This is an optimization exercise on Yosys and OpenROAD, whose aim is small area, a short achievable clock period and few clock cycles per item, not a production implementation. The RTL was checked by simulation tests, not by an equivalence proof against the original design. Power figures rest on the tool's default switching activity, not on a simulated workload.

// seq_alu
module seq_alu (
  input  logic        clk,
  input  logic        clear_n,
  input  logic        start,
  input  logic [5:0]  op,
  input  logic [31:0] A,
  input  logic [31:0] B,
  output logic        busy,
  output logic        done,
  output logic [31:0] result_lo,
  output logic [31:0] result_hi,
  output logic        carry_out,
  output logic        div_zero,
  output logic        illegal_op
);
Size in the first run: about 5000 cells after synthesis, ~220 flip-flops, ~140 I/O pins.
==> flow/config.mk <==
export PLATFORM = sky130hd
export DESIGN_NAME = seq_alu
export DESIGN_NICKNAME = seq_alu
export VERILOG_FILES = /design/flow/design.v
export SDC_FILE = /design/flow/constraint.sdc
export NUM_CORES = 4
export LEC_CHECK = 0
export ABC_AREA = 1
export CAP_MARGIN = 20
export CORE_MARGIN = 2
export CORE_UTILIZATION = 40
export SETUP_SLACK_MARGIN = 4.5
export SLEW_MARGIN = 20
==> flow/constraint.sdc <==
create_clock -name core_clock -period 8.0 [get_ports {clk}]
set_input_delay 1.6000 -clock core_clock [delete_from_list [all_inputs] [get_ports {clk}]]
set_output_delay 1.6000 -clock core_clock [all_outputs]
set_load 0.01 [all_outputs]
run.sh (not shown) runs the stock make flow with config.mk's settings and CLKGATE_MAP_FILE= SYNTH_SCRIPT=/design/flow/synth_recipe.tcl, a recipe that flattens the netlist after the stock synthesis.
The starting point passed the timing, design-rule and antenna checks.
Testbench counts at the start, summed over its fixed seeds: cycles 21,956, ops 8,000.
==> next run, changes <==
- CAP_MARGIN: 20 -> 35
- SLEW_MARGIN: 20 -> 35
After rerunning: Wire length stays flat. Utilization barely changes. Sequential cell count does not change. Count of clock-buffer cells in the layout drops by 4. Die area does not change. Critical path depth stays the same. Design area stays flat. Maximum frequency climbs slightly. Worst hold slack degrades by 0.0059 ns. Sequential share of layout area stays flat.


Setup of v46:
seq_alu, a different RTL version from the one above (not shown whole).
Size in the first run: about 5000 cells after synthesis, roughly 140 I/O pins.
// seq_alu
module seq_alu (
  input  logic        clk,
  input  logic        clear_n,
  input  logic        start,
  input  logic [5:0]  op,
  input  logic [31:0] A,
  input  logic [31:0] B,
  output logic        busy,
  output logic        done,
  output logic [31:0] result_lo,
  output logic [31:0] result_hi,
  output logic        carry_out,
  output logic        div_zero,
  output logic        illegal_op
);
export LEC_CHECK = 0
export ABC_AREA = 1
export CAP_MARGIN = 20
export CORE_MARGIN = 2
export CORE_UTILIZATION = 46
export SETUP_SLACK_MARGIN = 4.5
export SLEW_MARGIN = 20
create_clock -name core_clock -period 8.0 [get_ports {clk}]
standard.sh (not shown) runs the stock make flow with config.mk's settings and CLKGATE_MAP_FILE= SYNTH_SCRIPT=/design/flow/synth_recipe.tcl, a recipe that flattens the netlist after the stock synthesis.
==> flow/flow/run.sh <==
#!/bin/bash
# The standard layout (standard.sh: ORFS from synthesis to finish) with one change: the
# buffers that ORFS puts on every input and output port are sky130_fd_sc_hd__buf_2 instead of
# the delay cell that buffer_ports picks by default. Everything else is the standard flow.
set -euo pipefail
export BUFFER_PORTS_ARGS="-buffer_cell sky130_fd_sc_hd__buf_2"
bash standard.sh > standard.log 2>&1
Testbench counts of v46, summed over its fixed seeds: cycles 21,956, ops 8,000.
The following lists how v47 was set up differently from v46:
- changing CORE_UTILIZATION from 46 to 40
diff --git a/flow/flow/run.sh b/flow/flow/run.sh
--- a/flow/flow/run.sh
+++ b/flow/flow/run.sh
@@ -3 +3 @@
-# buffers that ORFS puts on every input and output port are sky130_fd_sc_hd__buf_2 instead of
+# buffers that ORFS puts on every input and output port are sky130_fd_sc_hd__buf_1 instead of
@@ -6 +6 @@
-export BUFFER_PORTS_ARGS="-buffer_cell sky130_fd_sc_hd__buf_2"
+export BUFFER_PORTS_ARGS="-buffer_cell sky130_fd_sc_hd__buf_1"
Of the two values seen for library cell contributing the largest single delay on the critical path, sky130_fd_sc_hd__o21ai_0 was produced by v47 and sky130_fd_sc_hd__dfxtp_4 by v46.
Comparing power per standard cell area for v46 and v47, the smaller number came from v46.
Summary of v47 over v46: share of cell area taken by flip-flops and latches saw little to no change, met1 wire length now sits lower, fraction of cell area in non-clock buffers shrank by 0.77 points.
Lower worst relative slew slack was reported by v46, not v47.
v47 -> v46: number of I/O port buffers delta 0, exact match
Compared with v46, leakage power in v47 decreased by a few percent.
v47 ended with every stage complete and zero timing, DRC or antenna violations.
Delta (v47 minus v46): worst hold slack shrank by 0.021 ns; total of plain and repair buffers excluding clock buffers shrank by about 6%.
Inputs modified between v47 and v49:
==> flow/run.sh (new file) <==
#!/bin/bash
# synth_recipe.tcl (not shown) runs the flow's synth.tcl, then flattens the netlist and writes it again
# the make line also repeats each setting of config.mk as NAME=value (left out here)
make -C /OpenROAD-flow-scripts/flow DESIGN_CONFIG=/design/flow/config.mk WORK_HOME=/design/flow/orfs CLKGATE_MAP_FILE= SYNTH_SCRIPT=/design/flow/synth_recipe.tcl finish
removed: flow/flow/run.sh
removed: flow/standard.sh
### Flow results
v49: total number of cells along the worst setup path 1 below v47. For v49, the slowest cell on the critical path was sky130_fd_sc_hd__ha_1, unlike v47, where it was sky130_fd_sc_hd__o21ai_0. Between v47 and v49, the clock network fraction of design power does not differ in any meaningful way. Between v47 and v49, the difference in number of cells in the design after placement is negligible.
#### Input delta (v17 over v49)
==> flow/flow/run.sh (new file) <==
#!/bin/bash
# The standard layout (standard.sh: ORFS from synthesis to finish) with one change: the
# buffers that ORFS puts on every input and output port are sky130_fd_sc_hd__buf_2 instead of
# the delay cell that buffer_ports picks by default. Everything else is the standard flow.
set -euo pipefail
export BUFFER_PORTS_ARGS="-buffer_cell sky130_fd_sc_hd__buf_2"
bash standard.sh > standard.log 2>&1
==> flow/standard.sh (new file) <==
#!/bin/bash
# synth_recipe.tcl (not shown) runs the flow's synth.tcl, then flattens the netlist and writes it again
# the make line also repeats each setting of config.mk as NAME=value (left out here)
make -C /OpenROAD-flow-scripts/flow DESIGN_CONFIG=/design/flow/config.mk WORK_HOME=/design/flow/orfs CLKGATE_MAP_FILE= SYNTH_SCRIPT=/design/flow/synth_recipe.tcl "${@:-finish}"
removed: flow/run.sh
Results
Every stage of the flow completed for v17, and the final layout passed the timing, design-rule and antenna checks. Post-route worst setup slack delta for v17 relative to v49: 0.0043 ns higher. Between v49 and v17, the global-route usage is higher for v49. v17 -> v49: share of flip-flops with an asynchronous set or reset after synthesis delta 0, exact match. [compare] base=v49 new=v17: sequential share of layout area rose by 0.38 points, power share of the clock group fell by 1.9 points, number of diodes added for antenna fixing rose by 4, wire length on met3 rose by about 6%.

## what the ideal ports hide
The flow's constraints put no driver on any port. The routed layouts listed below were extracted and timed again, unchanged, in two steps. Step 1 assumes that a clkbuf_16 drives the clock port and a buf_2 every other input. Step 2 also shifts input and output timing later by t, the mid clock arrival at the registers, as if the neighbouring blocks saw the same clock. Slacks: ideal / step 1 / step 2; pairs: ideal / step 1.
run | shift t [ns] | setup slack, ns | clock arrival spread, ns | cell pins on the clock port's net
the first run of note 1 | 0.692 | 4.392 / 4.392 / 3.927 | 0.024 / 0.024 | 1
the second run of note 1 | 0.692 | 4.448 / 4.396 / 3.902 | 0.043 / 0.043 | 1
v46 | 0.675 | 4.408 / 4.408 / 4.013 | 0.022 / 0.022 | 1
v47 | 0.663 | 4.483 / 4.483 / 4.011 | 0.022 / 0.022 | 1
v49 | 0.683 | 4.414 / 4.414 / 3.984 | 0.036 / 0.036 | 1
v17 | 0.667 | 4.418 / 4.418 / 3.872 | 0.036 / 0.037 | 1
After both steps every run listed still meets setup and hold.
